From an optimization exercise on the open Yosys and OpenROAD flow, aimed at a short achievable clock period and few clock cycles; shortcuts taken in it are not production practice. The RTL was checked by simulation tests, not by an equivalence proof against the original design. No activity file was given, so power comes from the tool's default toggle rates.

[flow/run.sh]
#!/bin/bash
# synth_recipe.tcl (not shown) runs the flow's synth.tcl, then flattens the netlist and writes it again
# the make line also repeats each setting of config.mk as NAME=value (left out here)
make -C /OpenROAD-flow-scripts/flow DESIGN_CONFIG=/design/flow/config.mk WORK_HOME=/design/flow/orfs CLKGATE_MAP_FILE= SYNTH_SCRIPT=/design/flow/synth_recipe.tcl finish
[flow/config.mk]
export PLATFORM = sky130hd
export DESIGN_NAME = tilt_shake_gesture_detector
export DESIGN_NICKNAME = tilt_shake_gesture_detector
export VERILOG_FILES = /design/flow/design.v
export SDC_FILE = /design/flow/constraint.sdc
export NUM_CORES = 4
export LEC_CHECK = 0
export CAP_MARGIN = 20
export CORE_MARGIN = 2
export CORE_UTILIZATION = 40
export SLEW_MARGIN = 20
[flow/constraint.sdc]
create_clock -name core_clock -period 7.0 [get_ports {clk}]
set_input_delay 1.4000 -clock core_clock [delete_from_list [all_inputs] [get_ports {clk}]]
set_output_delay 1.4000 -clock core_clock [all_outputs]
set_load 0.01 [all_outputs]
[flow/design.v]
package tsg_pkg;
  typedef struct packed {
    logic signed [15:0] raw_x;
    logic signed [15:0] raw_y;
    logic signed [15:0] raw_z;
    logic [31:0]        now_ms;
  } tsg_in_t;
  typedef struct packed {
    logic [2:0]         gesture;
    logic signed [15:0] corr_x;
    logic signed [15:0] corr_y;
    logic signed [15:0] corr_z;
  } tsg_out_t;
  typedef struct packed {
    logic        en;
    logic        tilted;
    logic [31:0] now_ms;
  } tsg_det_req_t;
  localparam int unsigned CfgIdxW = 3;
  localparam logic [CfgIdxW-1:0] REG_OFFSET_X       = 3'd0;
  localparam logic [CfgIdxW-1:0] REG_OFFSET_Y       = 3'd1;
  localparam logic [CfgIdxW-1:0] REG_OFFSET_Z       = 3'd2;
  localparam logic [CfgIdxW-1:0] REG_FORWARD_LIMIT  = 3'd3;
  localparam logic [CfgIdxW-1:0] REG_BACKWARD_LIMIT = 3'd4;
  localparam logic [CfgIdxW-1:0] REG_SIDE_LIMIT     = 3'd5;
  localparam logic [CfgIdxW-1:0] REG_SHAKE_JUMP     = 3'd6;
  localparam logic [CfgIdxW-1:0] REG_HOLD_MS        = 3'd7;
  localparam logic [2:0] GEST_NONE     = 3'd0;
  localparam logic [2:0] GEST_FORWARD  = 3'd1;
  localparam logic [2:0] GEST_BACKWARD = 3'd2;
  localparam logic [2:0] GEST_LEFT     = 3'd3;
  localparam logic [2:0] GEST_RIGHT    = 3'd4;
  localparam logic [2:0] GEST_SHAKE    = 3'd5;
  localparam logic signed [15:0] RST_FORWARD_LIMIT  = -16'sd10000;
  localparam logic signed [15:0] RST_BACKWARD_LIMIT = 16'sd14000;
  localparam logic [14:0]        RST_SIDE_LIMIT     = 15'd10000;
  localparam logic [15:0]        RST_SHAKE_JUMP     = 16'd8000;
  localparam logic [15:0]        RST_HOLD_MS        = 16'd1000;
  localparam logic [31:0] SIDE_HOLD_MS    = 32'd500;
  localparam logic [2:0]  SHAKE_RUN_LIMIT = 3'd3;
endpackage
module tilt_shake_gesture_detector (
  input  logic                              clk,
  input  logic                              rst_n,
  input  logic                              in_valid,
  output logic                              in_stall,
  input  logic [79:0]                       in_data,    
  output logic                              out_valid,
  input  logic                              out_stall,
  output logic [50:0]                       out_data,   
  input  logic                              cfg_valid,
  output logic                              cfg_ready,
  input  logic [tsg_pkg::CfgIdxW-1:0]       cfg_index,
  input  logic [15:0]                       cfg_data
);
  localparam int FD  = 8;         
  localparam int CAP = FD + 1;    
  logic signed [15:0] offset_x_r, offset_y_r, offset_z_r;
  logic signed [15:0] forward_limit_r, backward_limit_r;
  logic [14:0]        side_limit_r;
  logic [15:0]        shake_jump_r, hold_ms_r;
  logic        cfg_v_r;
  logic [2:0]  cfg_i_r;
  logic [15:0] cfg_d_r;
  assign cfg_ready = 1'b1;
  always_ff @(posedge clk) begin
    cfg_i_r <= cfg_index;
    cfg_d_r <= cfg_data;
    if (!rst_n) cfg_v_r <= 1'b0;
    else        cfg_v_r <= cfg_valid;
  end
  always_ff @(posedge clk) begin
    if (!rst_n) begin
      offset_x_r       <= '0;
      offset_y_r       <= '0;
      offset_z_r       <= '0;
      forward_limit_r  <= tsg_pkg::RST_FORWARD_LIMIT;
      backward_limit_r <= tsg_pkg::RST_BACKWARD_LIMIT;
      side_limit_r     <= tsg_pkg::RST_SIDE_LIMIT;
      shake_jump_r     <= tsg_pkg::RST_SHAKE_JUMP;
      hold_ms_r        <= tsg_pkg::RST_HOLD_MS;
    end else if (cfg_v_r) begin
      case (cfg_i_r)
        tsg_pkg::REG_OFFSET_X:       offset_x_r       <= cfg_d_r;
        tsg_pkg::REG_OFFSET_Y:       offset_y_r       <= cfg_d_r;
        tsg_pkg::REG_OFFSET_Z:       offset_z_r       <= cfg_d_r;
        tsg_pkg::REG_FORWARD_LIMIT:  forward_limit_r  <= cfg_d_r;
        tsg_pkg::REG_BACKWARD_LIMIT: backward_limit_r <= cfg_d_r;
        tsg_pkg::REG_SIDE_LIMIT:     side_limit_r     <= cfg_d_r[14:0];
        tsg_pkg::REG_SHAKE_JUMP:     shake_jump_r     <= cfg_d_r;
        tsg_pkg::REG_HOLD_MS:        hold_ms_r        <= cfg_d_r;
        default: ;
      endcase
    end
  end
  logic       in_stall_r;
  logic [3:0] owned_r;
  logic       acc, pop;
  logic       out_valid_r;
  assign acc      = in_valid && !in_stall_r;
  assign pop      = out_valid_r && !out_stall;
  assign in_stall = in_stall_r;
  always_ff @(posedge clk) begin
    if (!rst_n) begin
      owned_r    <= '0;
      in_stall_r <= 1'b0;
    end else begin
      case ({acc, pop})
        2'b10: begin
          owned_r    <= owned_r + 4'd1;
          in_stall_r <= (owned_r + 4'd1) >= 4'(CAP);
        end
        2'b01: begin
          owned_r    <= owned_r - 4'd1;
          in_stall_r <= (owned_r - 4'd1) >= 4'(CAP);
        end
        default: begin
          in_stall_r <= owned_r >= 4'(CAP);
        end
      endcase
    end
  end
  logic v0, v1, v2, v3, v4, v5, v6;
  logic signed [15:0] rx0, ry0, rz0;
  logic [31:0] n0, n1, n2, n3, n4, n5, n6;
  logic [2:0][15:0] c1, c2, c3, c4, c5, c6;
  always_ff @(posedge clk) begin
    if (!rst_n) begin
      v0 <= 1'b0; v1 <= 1'b0; v2 <= 1'b0; v3 <= 1'b0;
      v4 <= 1'b0; v5 <= 1'b0; v6 <= 1'b0;
    end else begin
      v0 <= acc;
      v1 <= v0; v2 <= v1; v3 <= v2; v4 <= v3; v5 <= v4; v6 <= v5;
    end
  end
  always_ff @(posedge clk) begin
    rx0 <= in_data[79:64];
    ry0 <= in_data[63:48];
    rz0 <= in_data[47:32];
    n0  <= in_data[31:0];
    n1 <= n0; n2 <= n1; n3 <= n2; n4 <= n3; n5 <= n4; n6 <= n5;
    c1[0] <= rx0 - offset_x_r;
    c1[1] <= ry0 - offset_y_r;
    c1[2] <= rz0 - offset_z_r;
    c2 <= c1; c3 <= c2; c4 <= c3; c5 <= c4; c6 <= c5;
  end
  logic [31:0] dn1_1, dn2_1, dn3_1;
  always_ff @(posedge clk) begin
    dn1_1 <= n0 - n1;
    dn2_1 <= n0 - n2;
    dn3_1 <= n0 - n3;
  end
  logic tf2, tb2, tl2, tr2;
  logic [3:1] hp2, sp2;            
  logic [3:1][2:0][16:0] sd2;      
  logic signed [16:0] cy1_ext, side_ext;
  assign cy1_ext  = {c1[1][15], c1[1]};
  assign side_ext = $signed({2'b00, side_limit_r});
  always_ff @(posedge clk) begin
    tf2 <= $signed(c1[0]) < forward_limit_r;
    tb2 <= $signed(c1[0]) > backward_limit_r;
    tl2 <= cy1_ext > side_ext;
    tr2 <= cy1_ext < -side_ext;
    hp2[1] <= dn1_1 >= {16'd0, hold_ms_r};
    hp2[2] <= dn2_1 >= {16'd0, hold_ms_r};
    hp2[3] <= dn3_1 >= {16'd0, hold_ms_r};
    sp2[1] <= dn1_1 >= tsg_pkg::SIDE_HOLD_MS;
    sp2[2] <= dn2_1 >= tsg_pkg::SIDE_HOLD_MS;
    sp2[3] <= dn3_1 >= tsg_pkg::SIDE_HOLD_MS;
    for (int a = 0; a < 3; a++) begin
      sd2[1][a] <= $signed({c1[a][15], c1[a]}) - $signed({c2[a][15], c2[a]});
      sd2[2][a] <= $signed({c1[a][15], c1[a]}) - $signed({c3[a][15], c3[a]});
      sd2[3][a] <= $signed({c1[a][15], c1[a]}) - $signed({c4[a][15], c4[a]});
    end
  end
  function automatic logic is_big(input logic [16:0] d, input logic [15:0] j);
    logic signed [17:0] ds, js;
    ds = $signed({d[16], d});
    js = $signed({2'b00, j});
    is_big = (ds > js) || (ds < -js);
  endfunction
  logic tf3, tb3, tl3, tr3;
  logic [3:1] hp3, sp3, bp3;
  always_ff @(posedge clk) begin
    tf3 <= tf2; tb3 <= tb2; tl3 <= tl2; tr3 <= tr2;
    hp3 <= hp2; sp3 <= sp2;
    for (int k = 1; k <= 3; k++) begin
      bp3[k] <= is_big(sd2[k][0], shake_jump_r) || is_big(sd2[k][1], shake_jump_r) ||
                is_big(sd2[k][2], shake_jump_r);
    end
  end
  logic [31:0] st_f, st_b, st_l, st_r;
  logic [2:0][15:0] prev_r;
  logic uf6, ub6, ul6, ur6, us6;
  logic uf7, ub7, ul7, ur7, us7;
  logic tf4, tb4, tl4, tr4;
  logic [3:1] hp4, sp4, bp4;
  logic [31:0] df4, db4, dl4, dr4;
  logic [2:0][16:0] dq4;
  always_ff @(posedge clk) begin
    tf4 <= tf3; tb4 <= tb3; tl4 <= tl3; tr4 <= tr3;
    hp4 <= hp3; sp4 <= sp3; bp4 <= bp3;
    df4 <= n3 - st_f;
    db4 <= n3 - st_b;
    dl4 <= n3 - st_l;
    dr4 <= n3 - st_r;
    for (int a = 0; a < 3; a++) begin
      dq4[a] <= $signed({c3[a][15], c3[a]}) - $signed({prev_r[a][15], prev_r[a]});
    end
  end
  logic qf, qb, ql, qr, qs;
  assign qf = df4 >= {16'd0, hold_ms_r};
  assign qb = db4 >= {16'd0, hold_ms_r};
  assign ql = dl4 >= tsg_pkg::SIDE_HOLD_MS;
  assign qr = dr4 >= tsg_pkg::SIDE_HOLD_MS;
  assign qs = is_big(dq4[0], shake_jump_r) || is_big(dq4[1], shake_jump_r) ||
              is_big(dq4[2], shake_jump_r);
  logic tf5, tb5, tl5, tr5;
  logic hp5, sp5, bp5;             
  logic rf5, rb5, rl5, rr5, rs5;   
  always_ff @(posedge clk) begin
    tf5 <= tf4; tb5 <= tb4; tl5 <= tl4; tr5 <= tr4;
    hp5 <= hp4[1]; sp5 <= sp4[1]; bp5 <= bp4[1];
    rf5 <= uf6 ? hp4[2] : uf7 ? hp4[3] : qf;
    rb5 <= ub6 ? hp4[2] : ub7 ? hp4[3] : qb;
    rl5 <= ul6 ? sp4[2] : ul7 ? sp4[3] : ql;
    rr5 <= ur6 ? sp4[2] : ur7 ? sp4[3] : qr;
    rs5 <= us6 ? bp4[2] : us7 ? bp4[3] : qs;
  end
  logic run_f, fired_f, run_b, fired_b, run_l, run_r;
  logic [1:0] srun;
  logic cf, cb, cl, cr, big;
  logic fire_f, fire_b, fire_l, fire_r, fire_s;
  logic en_b, en_l, en_r, en_s;
  logic [2:0] gest5;
  assign cf  = uf6 ? hp5 : rf5;
  assign cb  = ub6 ? hp5 : rb5;
  assign cl  = ul6 ? sp5 : rl5;
  assign cr  = ur6 ? sp5 : rr5;
  assign big = us6 ? bp5 : rs5;
  assign fire_f = tf5 && run_f && !fired_f && cf;
  assign fire_b = tb5 && run_b && !fired_b && cb;
  assign fire_l = tl5 && run_l && cl;
  assign fire_r = tr5 && run_r && cr;
  assign fire_s = big && (srun == 2'd3);
  assign en_b = v5 && !fire_f;
  assign en_l = en_b && !fire_b;
  assign en_r = en_l && !fire_l;
  assign en_s = en_r && !fire_r;
  always_comb begin
    if (fire_f)      gest5 = tsg_pkg::GEST_FORWARD;
    else if (fire_b) gest5 = tsg_pkg::GEST_BACKWARD;
    else if (fire_l) gest5 = tsg_pkg::GEST_LEFT;
    else if (fire_r) gest5 = tsg_pkg::GEST_RIGHT;
    else if (fire_s) gest5 = tsg_pkg::GEST_SHAKE;
    else             gest5 = tsg_pkg::GEST_NONE;
  end
  always_ff @(posedge clk) begin
    if (!rst_n) begin
      run_f <= 1'b0; fired_f <= 1'b0;
      run_b <= 1'b0; fired_b <= 1'b0;
      run_l <= 1'b0; run_r <= 1'b0;
      srun  <= 2'd0;
      uf6 <= 1'b0; ub6 <= 1'b0; ul6 <= 1'b0; ur6 <= 1'b0; us6 <= 1'b0;
      uf7 <= 1'b0; ub7 <= 1'b0; ul7 <= 1'b0; ur7 <= 1'b0; us7 <= 1'b0;
      prev_r <= '0;
    end else begin
      if (v5) begin
        run_f   <= tf5;
        fired_f <= tf5 && run_f && (fired_f || cf);
      end
      if (en_b) begin
        run_b   <= tb5;
        fired_b <= tb5 && run_b && (fired_b || cb);
      end
      if (en_l) run_l <= tl5 && !(run_l && cl);
      if (en_r) run_r <= tr5 && !(run_r && cr);
      if (en_s) srun  <= big ? srun + 2'd1 : 2'd0;
      uf6 <= v5 && tf5 && !run_f;
      ub6 <= en_b && tb5 && !run_b;
      ul6 <= en_l && tl5 && !run_l;
      ur6 <= en_r && tr5 && !run_r;
      us6 <= en_s;
      uf7 <= uf6; ub7 <= ub6; ul7 <= ul6; ur7 <= ur6; us7 <= us6;
      if (us6) prev_r <= c6;
    end
  end
  always_ff @(posedge clk) begin
    if (uf6) st_f <= n6;
    if (ub6) st_b <= n6;
    if (ul6) st_l <= n6;
    if (ur6) st_r <= n6;
  end
  logic [2:0] gest6;
  always_ff @(posedge clk) begin
    gest6 <= gest5;
  end
  logic [FD-1:0][50:0] mem;
  logic [2:0]  wr_r, rd_r;
  logic [3:0]  cnt_r;
  logic [50:0] out_data_r;
  logic [50:0] res6;
  logic        hl, empty, take, store;
  assign res6  = {gest6, c6[0], c6[1], c6[2]};
  assign empty = (cnt_r == 4'd0);
  assign hl    = !out_valid_r || !out_stall;
  assign take  = hl && !empty;
  assign store = v6 && !(hl && empty);
  always_ff @(posedge clk) begin
    if (v6) mem[wr_r] <= res6;
  end
  always_ff @(posedge clk) begin
    if (!rst_n) begin
      wr_r        <= '0;
      rd_r        <= '0;
      cnt_r       <= '0;
      out_valid_r <= 1'b0;
    end else begin
      if (store) wr_r <= wr_r + 3'd1;
      if (take)  rd_r <= rd_r + 3'd1;
      cnt_r <= cnt_r + {3'd0, store} - {3'd0, take};
      if (hl) out_valid_r <= !empty || v6;
    end
  end
  always_ff @(posedge clk) begin
    if (hl) out_data_r <= empty ? res6 : mem[rd_r];
  end
  assign out_valid = out_valid_r;
  assign out_data  = out_data_r;
endmodule
==> results of run 1 <==
-- power by group --
group / internal, mW / switching, mW
Sequential: 12.4 / 1.57
Combinational: 3.25 / 3.73
Clock: 6.39 / 4.63
Total: 22.1 / 9.94
-- registers in the layout, indices dropped and copies added (netlist names), 48 cells and up --
register    cells
c6             48
out_data_r     51
mem           408
dq4            51
c5             48
c2             48
prev_r         48
c3             48
c1             48
sd2           153
c4             48
-- routing by layer --
metal / routed length (um) / global-route usage / vias to the layer above
li1: - / - / 29600
met1: 109000 / 0.281 / 29800
met2: 113000 / 0.357 / 1495
met3: 10900 / 0.0275 / 351
met4: 7850 / 0.0727 / 4
met5: 26 / 0 / -
-- how the worst max path moves through the flow --
stage / from / end / slack [ns] / cells past startpoint
2_1_floorplan: v6 / cnt_r[2] / 2.19 / 8
4_1_cts: shake_jump_r[1] / bp3[3] / 2.79 / 14
6_report: shake_jump_r[1] / bp3[1] / 2.75 / 13
3_5_place_dp: shake_jump_r[1] / bp3[3] / 2.80 / 14
3_3_place_gp: shake_jump_r[1] / bp3[3] / 2.74 / 14
5_1_grt: shake_jump_r[1] / bp3[1] / 2.59 / 13
-- cells in the mapped netlist, types with 119 or more instances --
cell | count | area [sq um]
nand3_1 | 130 | 651
edfxtp_1 | 587 | 17600
nor2_1 | 397 | 1490
xor2_1 | 119 | 1040
a21oi_1 | 486 | 2430
xnor2_1 | 274 | 2400
dfxtp_1 | 1271 | 25400
o21a_1 | 119 | 893
nand2_1 | 536 | 2010
a22o_1 | 307 | 2690
o21ai_0 | 293 | 1470
ha_1 | 987 | 12300
inv_1 | 730 | 2740
clkbuf_1 | 162 | 608
nor2b_1 | 123 | 769
a21o_1 | 211 | 1580
-- logic make-up (layout without fill, tap and decap cells) --
| kind of cell | count (synthesis) | count (layout) | share of synthesized area |
|---|---|---|---|
| buf+inv | 968 | 1306 | 0.0415 |
| compound gates | 1891 | 1891 | 0.146 |
| mux | 313 | 313 | 0.0514 |
| simple gates | 1649 | 1649 | 0.0886 |
| flops | 1858 | 1858 | 0.488 |
| fa+ha+maj | 1015 | 1015 | 0.146 |
| other cells | 1 | 7 | 0.0000425 |
| xor+xnor | 394 | 394 | 0.0393 |
-- cells in the final DEF, fill, tap and decap left out, drive strengths merged, types with 155 or more instances in the layout --
cell,n
a21o,211
a21oi,486
a22o,307
clkbuf,257
clkdlybuf4s50,155
dfxtp,1271
edfxtp,587
ha,987
inv,736
nand2,536
nor2,397
o21ai,300
xnor2,275
-- per-stage QoR --
stage          hold slack (ns)  instance area (sq um)  setup slack (ns)   util  std cells
6_report                 0.299                 100000              2.75  0.456      11300
3_5_place_dp             0.312                  93100              2.80  0.424      10900
4_1_cts                  0.299                 100000              2.79  0.456      11300
5_1_grt                  0.301                 100000              2.59  0.456      11300
2_1_floorplan            0.310                  88300              2.19      -       8089
3_3_place_gp             0.310                  93100              2.74  0.424      10900
-- layout make-up --
type                            instances  area share
Antenna cell                            6    0.000150
Clock buffer                          257      0.0545
Clock inverter                        114      0.0154
Inverter                              731      0.0275
Multi-Input combinational cell       5263       0.416
Sequential cell                      1858       0.431
Tap cell                             2871      0.0359
Timing Repair Buffer                  204      0.0194
==> flow_metrics.tcl, run 1 <==
set metrics [dict create \
    worstMarginPinSlew_ns 1.09 \
    skew_ns 0.0779 \
    critical_path.slowest_cell "xnor2_1" \
    maxSlewHeadroom 0.271 \
    hpwl_um 174000 \
    die_h_um 474 \
    cp_top_family "adder cells" \
    num_rows 172 \
    rsz0062_at_grt "no" \
    p_per_area_nw_per_um2 320 \
    ctsHoldBuffers 0 \
    maxCapViolCount 0 \
    hold_path_class "reg2reg" \
    rr_endpoint "bp3[1]" \
    route.vias.total 61200 \
    antenna_left 0 \
    antenna_found_initial 6 \
    die-area_sq_um 224000 \
    rr_startpoint "shake_jump_r[1]" \
    rr_worst_depth 13 \
    power_mw 32.0 \
    synth-edff-count 587 \
    grt_pass1_vias 61600 \
    synth_seq_area_share 0.488 \
    ios 158 \
    critPathLaunchType "flop" \
    synth_nets 9203 \
    slowest_delay_ns 0.61 \
    crit_type "reg2reg" \
    first_pass_iters 5 \
    rrSetupSlack_ns 2.75 \
    setup_violations 0 \
    grt_max_degree 174 \
    portBuffers 156 \
    synth_seq_cells 1858 \
    regArea_sq_um 43100 \
    drv_slew 0 \
    synthCells 8089 \
    fmax_mhz 235 \
    cts_tree "built" \
    syn_to_final_growth_pct 13.4 \
    start_util 0.402 \
    hold_viol 0 \
    synthDistinctLibCells 89 \
    synthArstFlopShare 0 \
    multi_input_area_sq_um 41700 \
    path_cells "inv_1, ha_1, nand2_1, xnor2_1, buf_4, ha_1, o21a_1, o221ai_1, o21ai_0, maj3_1, maj3_1, a21oi_1, nand4bb_1" \
    clock_sinks 1858 \
    clk_latency_ns 0.89 \
    critPathRequiredTime_ns 7.78 \
    globalplace.congestion 0.912 \
    synth_ff_type "dfxtp_1" \
    ir_drop_uv 284 \
    holdPathEnd "c6[22]" \
    cp-end-kind "flop" \
    overflow 0 \
    tns_ns 0 \
    hold_depth 0 \
    postCtsSetupBuffers 0 \
    syn-cell-area_sq_um 88300 \
    ys_warn_count 1 \
    holdCritStartpoint "c5[22]" \
    die_width_um 474 \
    clkTransAtPathRegs_ns 0.07 \
    root_buffer "clkbuf_16" \
    total_leakage_power_nw 41.7 \
    wirelength_um 241000 \
    cts_made_buffers 197 \
    fin_crit_sh 0.608 \
    fin_nets 9369 \
    status "no timing/DRC/antenna violations" \
    arrival_ns 5.04 \
    ctsResizeCount 0 \
    wl_per_cell_um 21.3 \
    h-tree-depth 4 \
    period_minus_slack_ns 4.25 \
    cts_buffer_depth 3 \
    viasPerCell 5.41 \
    drive_gt1_frac 0.0777 \
    first_iter_violations 4101 \
    fillers 20200 \
    drc 0 \
    worst-path-buf-inv 2 \
    grt_pass1_wl_um 366000 \
    grt_usage 0.212 \
    critical_path_peak_fanout 13 \
    core_area_sq_um 220000 \
    synth.avg_cell_area_sq_um 10.9 \
]
Testbench counts, summed over its fixed seeds: cycles 16,064.
==> run 2, diff against run 1 <==
--- a/flow/config.mk
+++ b/flow/config.mk
@@ -5,7 +5,9 @@
 export SDC_FILE = /design/flow/constraint.sdc
 export NUM_CORES = 4
 export LEC_CHECK = 0
+export ABC_CLOCK_PERIOD_IN_PS = 2000
 export CAP_MARGIN = 20
 export CORE_MARGIN = 2
 export CORE_UTILIZATION = 40
+export SETUP_SLACK_MARGIN = 4.8
 export SLEW_MARGIN = 20
==> flow_metrics.tcl, run 2 <==
set metrics [dict create \
    synth-edff-count 587 \
    yosysMostFrequentCell "dfxtp_1" \
    cp-end-kind "flop" \
    syn_to_final_growth_pct 25.8 \
    hold_viol 0 \
    cts_buffer_depth 3 \
    route.vias.total 65100 \
    yosysTopAreaCell "dfxtp_1" \
    regMostFlops "mem" \
    synth_ff_type "dfxtp_1" \
    grt_usage 0.224 \
    mostFrequentLayoutCell "dfxtp_1" \
    die-area_sq_um 224000 \
    synth_seq_cells 1858 \
    total_leakage_power_nw 45.7 \
    portBuffers 156 \
    grt_pass1_vias 65100 \
    wl_per_cell_um 21.8 \
    syn-cell-area_sq_um 88300 \
    antenna_found_initial 7 \
    core_area_sq_um 220000 \
    synthDistinctLibCells 89 \
    worst-path-buf-inv 3 \
    overflow 0 \
    path_cells "nor4_4, nand2_2, buf_6, nor2_4, xnor2_4, buf_6, buf_4, ha_4, a21oi_2, nor2b_1, o21ai_1, nand2b_1, a221o_1, maj3_2, a21oi_2, o21ai_2, nand4b_1" \
    synthArstFlopShare 0 \
    hold_depth 0 \
    synth.avg_cell_area_sq_um 10.9 \
    ir_drop_uv 297 \
    synth_nets 9203 \
    worstMarginPinSlew_ns 1.02 \
    tns_ns 0 \
    critical_path.slowest_cell "dfxtp_4" \
    rsz0062_at_grt "yes" \
    critical_path_peak_fanout 4 \
    h-tree-depth 4 \
    skew_ns 0.0714 \
    grt_max_degree 175 \
    clock_sinks 1858 \
    rr_worst_depth 17 \
    synthCells 8089 \
    ios 158 \
    maxCapViolCount 0 \
    period_minus_slack_ns 3.32 \
    wirelength_um 259000 \
    final_util 0.506 \
    hold_path_class "reg2reg" \
    num_rows 172 \
    synth.top_cells.by_count "dfxtp_1, ha_1, inv_1, edfxtp_1, nand2_1" \
    fillers 18900 \
    globalplace.congestion 0.886 \
    root_buffer "clkbuf_16" \
    status "no timing/DRC/antenna violations" \
    arrival_ns 4.09 \
    top_regs "mem: 408 flops, sd2: 153 flops" \
    drive_gt1_frac 0.240 \
    path_depth 17 \
    antenna_left 0 \
    grt_pass1_wl_um 386000 \
    hold-worst-slack_ns 0.303 \
    cts_made_buffers 197 \
    cts_tree "built" \
    synth_seq_area_share 0.488 \
    critPathRequiredTime_ns 7.77 \
    first_pass_iters 5 \
    hpwl_um 167000 \
    clk_latency_ns 0.89 \
    fin_crit_sh 0.474 \
    start_util 0.402 \
    layout_common_cells "dfxtp_1, ha_1, inv_1, edfxtp_1, nand2_1" \
    die_h_um 474 \
    slowest_delay_ns 0.36 \
    p_per_area_nw_per_um2 302 \
    first_iter_violations 4871 \
    crit_type "reg2reg" \
    fin_nets 9943 \
    viasPerCell 5.48 \
    drc 0 \
    drv_slew 0 \
    synth.area.top_cells "dfxtp_1, edfxtp_1, ha_1" \
    critPathLaunchType "flop" \
    cp_top_family "simple AND/OR/NAND/NOR gates" \
    largest_register_ff_count 408 \
    synth_top_cell_area_share 0.288 \
    clkTransAtPathRegs_ns 0.06 \
    die_width_um 474 \
    setup_violations 0 \
    ctsHoldBuffers 0 \
    fmax_mhz 302 \
    ys_warn_count 1 \
    maxSlewHeadroom 0.319 \
]
[run 2: cells by family after synthesis]
group,after synthesis,share of synthesized area
xor gates and xnor gates,394,0.0393
buffers and inverters,968,0.0415
other,1,0.0000425
and+or+nand+nor,1649,0.0886
muxes,313,0.0514
DFF,1858,0.488
AOI/OAI and AO/OA,1891,0.146
adders and majority gates,1015,0.146
[run 2: final cells by class]
type / count / area (sq um) / area share
tap: 2871 / 3590 / 0.0323
inverter: 731 / 2880 / 0.0260
timing repair buffer: 767 / 7370 / 0.0663
clock inverter: 106 / 1460 / 0.0131
sequential: 1858 / 43400 / 0.391
multi-input combinational: 5274 / 46800 / 0.422
clock buffer: 262 / 5520 / 0.0497
antenna: 1 / 2.50 / 0.0000225
[run 2: final timing paths]
check,to,startpoint,slack [ns]
min reg2reg,c6[14],c5[14],0.30
max,bp3[3],shake_jump_r[5],3.68
max reg2reg,bp3[3],shake_jump_r[5],3.68
min,c6[14],c5[14],0.30
[run 2: metrics by stage]
stage	instances	setup WS, ns	instance area (sq um)	power (mW)
after global routing	11900	3.54	111000	35.0
final	11900	3.68	111000	33.5
after global placement	10900	2.74	93900	20.8
after detailed placement	10900	2.73	94000	21.0
after CTS	11700	3.71	108000	33.0
after floorplan	8089	2.22	89300	18.4
[run 2: power breakdown]
group	switching [mW]	leakage, nW	internal, mW	total (mW)
Combinational	4.37	26.6	4.22	8.59
Sequential	1.43	15.7	12.4	13.9
Clock	4.62	3.40	6.43	11.0
Total	10.4	45.7	23.1	33.5
[run 2: worst register-to-register path, cell delays in order (launching register included)]
cell and delay (ns):
dfxtp_4 0.36, nor4_4 0.31, nand2_2 0.13, buf_6 0.16, nor2_4 0.15, xnor2_4 0.21, buf_6 0.20, buf_4 0.12
ha_4 0.20, a21oi_2 0.12, nor2b_1 0.06, o21ai_1 0.13, nand2b_1 0.08, a221o_1 0.34, maj3_2 0.33, a21oi_2 0.13
o21ai_2 0.07, nand4b_1 0.10
[run 2: repair_timing]
item,CTS,global route
gates cloned,17,2
setup endpoints to repair,1114,729
resized for setup,1108,480
setup buffers,396,167
pin swaps,546,474
[run 2: per-layer routing]
metal	GRT usage	vias up	share of wire
li1	-	30700	-
met1	0.295	31900	0.44
met2	0.368	2006	0.46
met3	0.0326	463	0.058
met4	0.0871	4	0.041
met5	0	-	0.00010

afterwards: timing with drivers on the ports:
Ports are ideal in the flow. The routed layouts listed here were re-timed in OpenROAD. Step 1 (the two cells are an assumption about what drives the block):
set clk [get_ports {clk}]
set_driving_cell -lib_cell sky130_fd_sc_hd__clkbuf_16 $clk
set_driving_cell -lib_cell sky130_fd_sc_hd__buf_2 [delete_from_list [all_inputs] $clk]
Step 2 adds t to the input delays and takes it off the output delays; t is the mean of the earliest and latest rising clock arrival at the registers after step 1. Input paths then give back, and output paths get back, about the clock's delay inside the block. a / b / c = ideal / step 1 / step 2; a / b = the first two.
| run | t (ns) | slack for setup (ns) | worst slew at a driven data input, ns | pins driven straight from the clock port |
|---|---|---|---|---|
| run 1 | 0.950 | 2.747 / 2.747 / 2.747 | 0.22 | 1 |
| run 2 | 0.941 | 3.684 / 3.684 / 3.684 | 0.21 | 1 |
After both steps setup and hold are still met in every run listed.
